This design comes from an exercise in tuning for small area and a short achievable clock period on the open sky130 flow, not from production work. Where RTL was checked, it was by simulation tests only, not by an equivalence proof against the original. Power figures rest on the tool's default switching activity, not on a simulated workload.

==> flow/design.v (excerpt) <==
module note_sequencer #(
  parameter int DEPTH     = 64,
  parameter int DUR_W     = 16,
  parameter int TICK_DIV  = 16,
  parameter int DEB_TICKS = 10
) (
  input  logic                         clk,
  input  logic                         rst_n,
  input  logic [4:0]                   key_code,
  input  logic                         rec_n,
  input  logic                         play_n,
  input  logic                         stop_n,
  output logic [4:0]                   note_out,
  output logic [1:0]                   state_out,
  output logic                         full,
  output logic [$clog2(DEPTH+1)-1:0]   evt_count
);
  localparam int CW  = $clog2(DEPTH+1);
  localparam int AW  = (DEPTH > 1) ? $clog2(DEPTH) : 1;
  localparam int TW  = (TICK_DIV > 1) ? $clog2(TICK_DIV) : 1;
  localparam int DBW = $clog2(DEB_TICKS+1);
  localparam int EW  = 5 + DUR_W;
  localparam int RL  = DEPTH - 2;            
  localparam logic [4:0] SILENCE = 5'b11111;
  typedef enum logic [1:0] {S_IDLE = 2'b00, S_REC = 2'b01, S_PLAY = 2'b10} state_t;
  state_t            state;
  logic [4:0]        key_s1, key_s2;
  logic [2:0]        btn_s1, btn_s2;
  logic [2:0]        press;
  logic              stop_p, rec_p, play_p;
  logic [TW-1:0]     tick_cnt;
  logic              tick, tick_nx;
  logic [4:0]        cand, stable;
  logic [DBW-1:0]    deb_cnt, deb_next;
  ...
For scale: ~2300 cells after synthesis.
clock: 5.0 ns
lec_check: 0
cap_margin: 20
core_margin: 2
core_utilization: 70
cts_cluster_diameter: 80
cts_cluster_size: 30
setup_slack_margin: 2.7
slew_margin: 20
run.sh (not shown) runs the stock make flow with config.mk's settings and CLKGATE_MAP_FILE= SYNTH_SCRIPT=/design/flow/synth_recipe.tcl, a recipe that flattens the netlist after the stock synthesis.
The baseline completed with no timing, DRC or antenna violations.
Then changed:
CORE_UTILIZATION = 60   (was 70)
SETUP_SLACK_MARGIN = 2.65   (was 2.7)
What happened:
- clock skew fell by 0.0058 ns
- synthesized area is unchanged
- clock-buffer cell count fell by 4
- synthesized cell count does not change
Then changed:
CORE_UTILIZATION = 50   (was 60)
SETUP_SLACK_MARGIN = 2.7   (was 2.65)
Total power increases by 1.3%.
Fmax barely changes.
Clock skew increases by 0.019 ns.
Clock power increases by 4.4%.
Area after synthesis does not change.
Worst setup slack stays flat.
Then changed:
CORE_UTILIZATION = 60   (was 50)
SETUP_SLACK_MARGIN = 2.75   (was 2.7)
Outcome:
- The new run ran to the end with no violations
- worst hold slack improved by 0.0071 ns
- core utilization is higher by 11 points
- cell area is about the same
- wire length is higher by 1.1%
- sequential share of layout area is higher by 0.13 points
- die area is lower by 16%
- worst setup slack improved by 0.0097 ns

========
== old ==
Another version of the RTL of note_sequencer (not shown whole).
Size: about 2400 cells after synthesis, about 1500 flip-flops, ~25 I/O pins, roughly 37000 um2 of cells after synthesis.
Settings: LEC_CHECK=0, CAP_MARGIN=20, CORE_MARGIN=2, CORE_UTILIZATION=60, SETUP_SLACK_MARGIN=1.8, SLEW_MARGIN=20; clock period 5.0 ns.
Setup changes, old to new
- swapping 1.8 for 2.5 in SETUP_SLACK_MARGIN
## What came out
new was carried through to the last stage, and its layout satisfied the timing, design-rule and antenna checks.
Via count of the first global-routing pass, new vs old: up slightly
new leaves more setup margin than old.
Between new and old, the difference in total area of sequential cells is negligible.
Power density over the cells was lower in the run labelled new.
Function was not checked in any run of this note: the RTL went through the layout flow alone.

========
The RTL this note starts from:
==> flow/design.v <==
module note_sequencer #(
  parameter int DEPTH     = 64,
  parameter int DUR_W     = 16,
  parameter int TICK_DIV  = 16,
  parameter int DEB_TICKS = 10
) (
  input  logic                         clk,
  input  logic                         rst_n,
  input  logic [4:0]                   key_code,
  input  logic                         rec_n,
  input  logic                         play_n,
  input  logic                         stop_n,
  output logic [4:0]                   note_out,
  output logic [1:0]                   state_out,
  output logic                         full,
  output logic [$clog2(DEPTH+1)-1:0]   evt_count
);
  localparam int CW  = $clog2(DEPTH+1);
  localparam int AW  = (DEPTH > 1) ? $clog2(DEPTH) : 1;
  localparam int TW  = (TICK_DIV > 1) ? $clog2(TICK_DIV) : 1;
  localparam int DBW = $clog2(DEB_TICKS+1);
  localparam int EW  = 5 + DUR_W;
  localparam int RL  = DEPTH - 2;            
  localparam logic [4:0] SILENCE = 5'b11111;
  typedef enum logic [1:0] {S_IDLE = 2'b00, S_REC = 2'b01, S_PLAY = 2'b10} state_t;
  state_t            state;
  logic [4:0]        key_s1, key_s2;
  logic [2:0]        btn_s1, btn_s2;
  logic [2:0]        press;
  logic              stop_p, rec_p, play_p;
  logic [TW-1:0]     tick_cnt;
  logic              tick;
  logic [4:0]        cand, stable;
  logic [DBW-1:0]    deb_cnt, deb_next;
  logic              chg;
  logic [4:0]        note_n;                 
  logic [DUR_W-1:0]  dur, dur_plus, dur_m, dur_step, dur_nx;
  logic              dnz, dmax, d1;          
  logic [AW-1:0]     addr;
  logic              pload;
  logic [EW-1:0]     wr_data, pdata;
  logic              wr_en, wr_ring, sat, rec_close, full_hit, last, pdone, idle_rec, play_go;
  logic              d_clr, d_ld, d_step;
  logic [EW-1:0]     slot0, slot1;           
  logic [EW-1:0]     ring  [RL];             
  logic [EW-1:0]     ring_d [RL];
  logic [EW-1:0]     wbuf;                   
  logic              wpend, wpend_nx;
  logic [5:0]        wpos;                   
  logic [5:0]        npos;                   
  logic [EW-1:0]     nxt;                    
  logic [5:0]        rpos;                   
  logic [5:0]        ph;                     
  logic [5:0]        ph_nx, ph_pv, wpos_nx, rpos_nx, npos_nx1, npos_nx2;
  logic [4:0]        wtap, rtap;             
  logic [EW-1:0]     tap_d [5];
  logic [EW-1:0]     cap_d;
  always_ff @(posedge clk or negedge rst_n) begin
    if (!rst_n) begin
      key_s1 <= SILENCE;
      key_s2 <= SILENCE;
      btn_s1 <= 3'b111;
      btn_s2 <= 3'b111;
      press  <= 3'b000;
    end else begin
      key_s1 <= key_code;
      key_s2 <= key_s1;
      btn_s1 <= {stop_n, rec_n, play_n};
      btn_s2 <= btn_s1;
      press  <= btn_s2 & ~btn_s1;
    end
  end
  assign stop_p = press[2];
  assign rec_p  = press[1];
  assign play_p = press[0];
  always_ff @(posedge clk or negedge rst_n) begin
    if (!rst_n) begin
      tick_cnt <= '0;
      tick     <= 1'b0;
    end else begin
      tick_cnt <= tick_cnt + 1'b1;
      tick     <= (tick_cnt == TW'(TICK_DIV-2));
    end
  end
  always_comb begin
    deb_next = DBW'(1);
    if (key_s2 == cand)
      deb_next = (deb_cnt == DBW'(DEB_TICKS)) ? deb_cnt : deb_cnt + 1'b1;
  end
  always_ff @(posedge clk or negedge rst_n) begin
    if (!rst_n) begin
      cand    <= SILENCE;
      stable  <= SILENCE;
      deb_cnt <= '0;
      chg     <= 1'b0;
    end else begin
      chg <= 1'b0;
      if (tick) begin
        cand    <= key_s2;
        deb_cnt <= deb_next;
        if (deb_next >= DBW'(DEB_TICKS) && key_s2 != stable) begin
          stable <= key_s2;
          chg    <= 1'b1;
        end
      end
    end
  end
  always_comb begin
    dur_m     = {DUR_W{state == S_PLAY}};
    dur_step  = dur_m ^ ((dur ^ dur_m) + 1'b1);
    dur_plus  = tick ? dur_step : dur;
    sat       = tick && dmax;
    rec_close = (state == S_REC) && (chg || sat || stop_p);
    wr_en     = rec_close && (tick || dnz);
    wr_ring   = wr_en && (evt_count[AW-1:1] != '0);
    wr_data   = {note_out, dur_plus};
    full_hit  = wr_en && (evt_count == CW'(DEPTH-1));
    idle_rec  = !stop_p && rec_p;
    play_go   = !stop_p && !rec_p && play_p && (evt_count != '0);
    last      = (CW'(addr) == evt_count - 1'b1);
    pdone     = (state == S_PLAY) && !pload && tick && d1;
    pdata     = (addr == AW'(0)) ? slot0 : (addr == AW'(1)) ? slot1 : nxt;
    d_clr     = ((state == S_IDLE) && idle_rec) || ((state == S_REC) && rec_close);
    d_ld      = (state == S_PLAY) && pload && !stop_p;
    d_step    = tick && (state == S_REC || (state == S_PLAY && !pload));
    dur_nx    = d_clr ? '0 : d_ld ? pdata[DUR_W-1:0] : d_step ? dur_step : dur;
  end
  always_comb begin
    ph_nx    = (ph   == 6'(RL-1)) ? 6'd0 : ph   + 6'd1;
    ph_pv    = (ph   == 6'd0) ? 6'(RL-1) : ph - 6'd1;
    npos_nx1 = (npos == 6'(RL-1)) ? 6'd0 : npos + 6'd1;
    npos_nx2 = (npos == 6'(RL-2)) ? 6'd0 : (npos == 6'(RL-1)) ? 6'd1 : npos + 6'd2;
    wpos_nx  = wr_ring ? npos_nx1 : ((wpos == 6'(RL-1)) ? 6'd0 : wpos + 6'd1);
    wpend_nx = wr_ring || (wpend && !(|wtap));
    if (state != S_PLAY)
      rpos_nx = ph_nx;
    else if (pload && addr[AW-1:1] != '0 && !stop_p)
      rpos_nx = (rpos == 6'(RL-2)) ? 6'd0 : (rpos == 6'(RL-1)) ? 6'd1 : rpos + 6'd2;
    else
      rpos_nx = (rpos == 6'(RL-1)) ? 6'd0 : rpos + 6'd1;
    for (int j = 0; j < RL; j++) ring_d[j] = ring[(j + RL - 1) % RL];
    tap_d[0] = wtap[0] ? wbuf : ring[0];
    tap_d[1] = wtap[1] ? wbuf : ring[13];
    tap_d[2] = wtap[2] ? wbuf : ring[26];
    tap_d[3] = wtap[3] ? wbuf : ring[38];
    tap_d[4] = wtap[4] ? wbuf : ring[50];
    ring_d[1]  = tap_d[0];
    ring_d[14] = tap_d[1];
    ring_d[27] = tap_d[2];
    ring_d[39] = tap_d[3];
    ring_d[51] = tap_d[4];
    cap_d = '0;
    for (int k = 0; k < 5; k++) cap_d = cap_d | ({EW{rtap[k]}} & tap_d[k]);
  end
  always_ff @(posedge clk) begin
    for (int j = 0; j < RL; j++) ring[j] <= ring_d[j];
    if (|rtap) nxt <= cap_d;
    if (wr_en && evt_count[AW-1:0] == AW'(0)) slot0 <= wr_data;
    if (wr_en && evt_count[AW-1:0] == AW'(1)) slot1 <= wr_data;
    if (wr_en) wbuf <= wr_data;
  end
  always_ff @(posedge clk or negedge rst_n) begin
    if (!rst_n) begin
      ph    <= '0;
      wpend <= 1'b0;
      wtap  <= '0;
      npos  <= 6'(RL-2);
    end else begin
      ph    <= ph_nx;
      wpend <= wpend_nx;
      wtap  <= {5{wpend_nx}} & {wpos_nx == 6'd50, wpos_nx == 6'd38, wpos_nx == 6'd26,
                                wpos_nx == 6'd13, wpos_nx == 6'd0};
      if ((state == S_IDLE) && idle_rec) npos <= ph_pv;
      else if (wr_en)                    npos <= npos_nx2;
      else                               npos <= npos_nx1;
    end
  end
  always_ff @(posedge clk) begin
    wpos <= wpos_nx;
    rpos <= rpos_nx;
    rtap <= {rpos_nx == 6'd50, rpos_nx == 6'd38, rpos_nx == 6'd26, rpos_nx == 6'd13,
             rpos_nx == 6'd0};
  end
  always_ff @(posedge clk or negedge rst_n) begin
    if (!rst_n) begin
      state     <= S_IDLE;
      note_n    <= '0;
      full      <= 1'b0;
      evt_count <= '0;
    end else begin
      case (state)
        S_IDLE: begin
          note_n <= ~stable;
          if (idle_rec) begin
            state     <= S_REC;
            evt_count <= '0;
            full      <= 1'b0;
          end else if (play_go) begin
            state <= S_PLAY;
          end
        end
        S_REC: begin
          note_n <= ~stable;
          if (wr_en) evt_count <= evt_count + 1'b1;
          if (full_hit) begin
            full  <= 1'b1;
            state <= S_IDLE;
          end else if (stop_p) begin
            state <= S_IDLE;
          end
        end
        S_PLAY: begin
          if (stop_p) begin
            state  <= S_IDLE;
            note_n <= ~stable;
          end else if (pload) begin
            note_n <= ~pdata[EW-1:DUR_W];
          end else if (pdone && last) begin
            state <= S_IDLE;
          end
        end
        default: state <= S_IDLE;
      endcase
    end
  end
  assign note_out = ~note_n;
  always_ff @(posedge clk) begin
    dur  <= dur_nx;
    dnz  <= !d_clr && (d_ld ? (pdata[DUR_W-1:0] != '0) : (d_step || dnz));
    dmax <= !d_clr && (d_step ? (dur == {{(DUR_W-2){1'b1}}, 2'b01}) : dmax);
    d1   <= !d_clr && (d_ld ? (pdata[DUR_W-1:0] == DUR_W'(1)) :
                       d_step ? (dur == DUR_W'(2)) : d1);
    case (state)
      S_IDLE: begin
        if (!idle_rec && play_go) begin
          addr  <= '0;
          pload <= 1'b1;
        end
      end
      S_PLAY: begin
        if (stop_p) begin
          pload <= 1'b0;
        end else if (pload) begin
          pload <= 1'b0;
        end else if (pdone && !last) begin
          addr  <= addr + 1'b1;
          pload <= 1'b1;
        end
      end
      default: ;
    endcase
  end
  assign state_out = state;
endmodule
==> flow/config.mk <==
export PLATFORM = sky130hd
export DESIGN_NAME = note_sequencer
export DESIGN_NICKNAME = note_sequencer
export VERILOG_FILES = /design/flow/design.v
export SDC_FILE = /design/flow/constraint.sdc
export NUM_CORES = 4
export LEC_CHECK = 0
export CAP_MARGIN = 20
export CORE_MARGIN = 2
export CORE_UTILIZATION = 60
export SETUP_SLACK_MARGIN = 2.9
export SLEW_MARGIN = 20
==> flow/constraint.sdc <==
create_clock -name core_clock -period 5.0 [get_ports {clk}]
set_input_delay 1.0000 -clock core_clock [delete_from_list [all_inputs] [get_ports {clk}]]
set_output_delay 1.0000 -clock core_clock [all_outputs]
set_load 0.01 [all_outputs]
The baseline passed the timing, design-rule and antenna checks.
Then changed:
Settings changed: CTS_CLUSTER_DIAMETER set to 60, CTS_CLUSTER_SIZE set to 25, SETUP_SLACK_MARGIN 2.9 to 2.5.
- core utilization decreases by 6.9 points
- first-iteration DRC count went down by a quarter to a third
- final cell count came out lower by a few percent
Then changed:
Settings changed: CTS_CLUSTER_DIAMETER 60 to unset, CTS_CLUSTER_SIZE 25 to unset.
Result:
- count of clock-buffer cells in the layout is higher by 105
- via count went up by 3.7%
- routed wire length went up by 6.2%
- sequential share of layout area is lower by 4.3 points
- hold slack is worse by 0.0042 ns
- design area rises by 6.0%
- area after synthesis stays the same
- fmax went up by 1.4%
- total power increases by 20%
- worst setup slack gets better by 0.035 ns
Then changed:
Settings changed: CTS_CLUSTER_DIAMETER set to 80, CTS_CLUSTER_SIZE set to 30.
After rerunning:
- wire length came out lower by a few percent
- fmax grows slightly
- via count decreases by a few percent
- setup slack improves by 0.010 ns
- cell area came out lower by a few percent
No functional check of the RTL was part of any run of this note.

re-timing with driven ports:
The flow's constraints put no driver on any port. The routed layouts listed below were extracted and timed again, unchanged, in two steps. Step 1 (the two cells are an assumption about what drives the block):
set clk [get_ports {clk}]
set_driving_cell -lib_cell sky130_fd_sc_hd__clkbuf_16 $clk
set_driving_cell -lib_cell sky130_fd_sc_hd__buf_2 [delete_from_list [all_inputs] $clk]
Step 2 times the ports against the registers' clock, not the clock port: input delays grow and output delays shrink by t, the midpoint of the rising clock arrivals with the driver on. Three values: no drivers, after step 1, after step 2; two values: the first two.
run | shift t [ns] | setup WS [ns] | hold slack, ns
the first run of note 1 | 0.706 | 2.692 / 2.632 / 2.709 | 0.323 / 0.323 / 0.323
the second run of note 1 | 0.696 | 2.710 / 2.651 / 2.756 | 0.327 / 0.327 / 0.327
the third run of note 1 | 0.702 | 2.712 / 2.652 / 2.747 | 0.320 / 0.320 / 0.320
the fourth run of note 1 | 0.701 | 2.721 / 2.658 / 2.825 | 0.328 / 0.328 / 0.328
old | 0.746 | 2.031 / 2.022 / 2.031 | 0.313 / 0.313 / 0.313
new | 0.750 | 2.543 / 2.485 / 2.574 | 0.310 / 0.310 / 0.310
the first run of note 3 | 0.758 | 2.568 / 2.568 / 2.568 | 0.313 / 0.313 / 0.313
the second run of note 3 | 0.678 | 2.489 / 2.476 / 2.489 | 0.319 / 0.319 / 0.319
the third run of note 3 | 0.753 | 2.524 / 2.488 / 2.524 | 0.315 / 0.315 / 0.315
the fourth run of note 3 | 0.710 | 2.535 / 2.481 / 2.535 | 0.321 / 0.321 / 0.321
After both steps setup and hold are still met in every run listed.
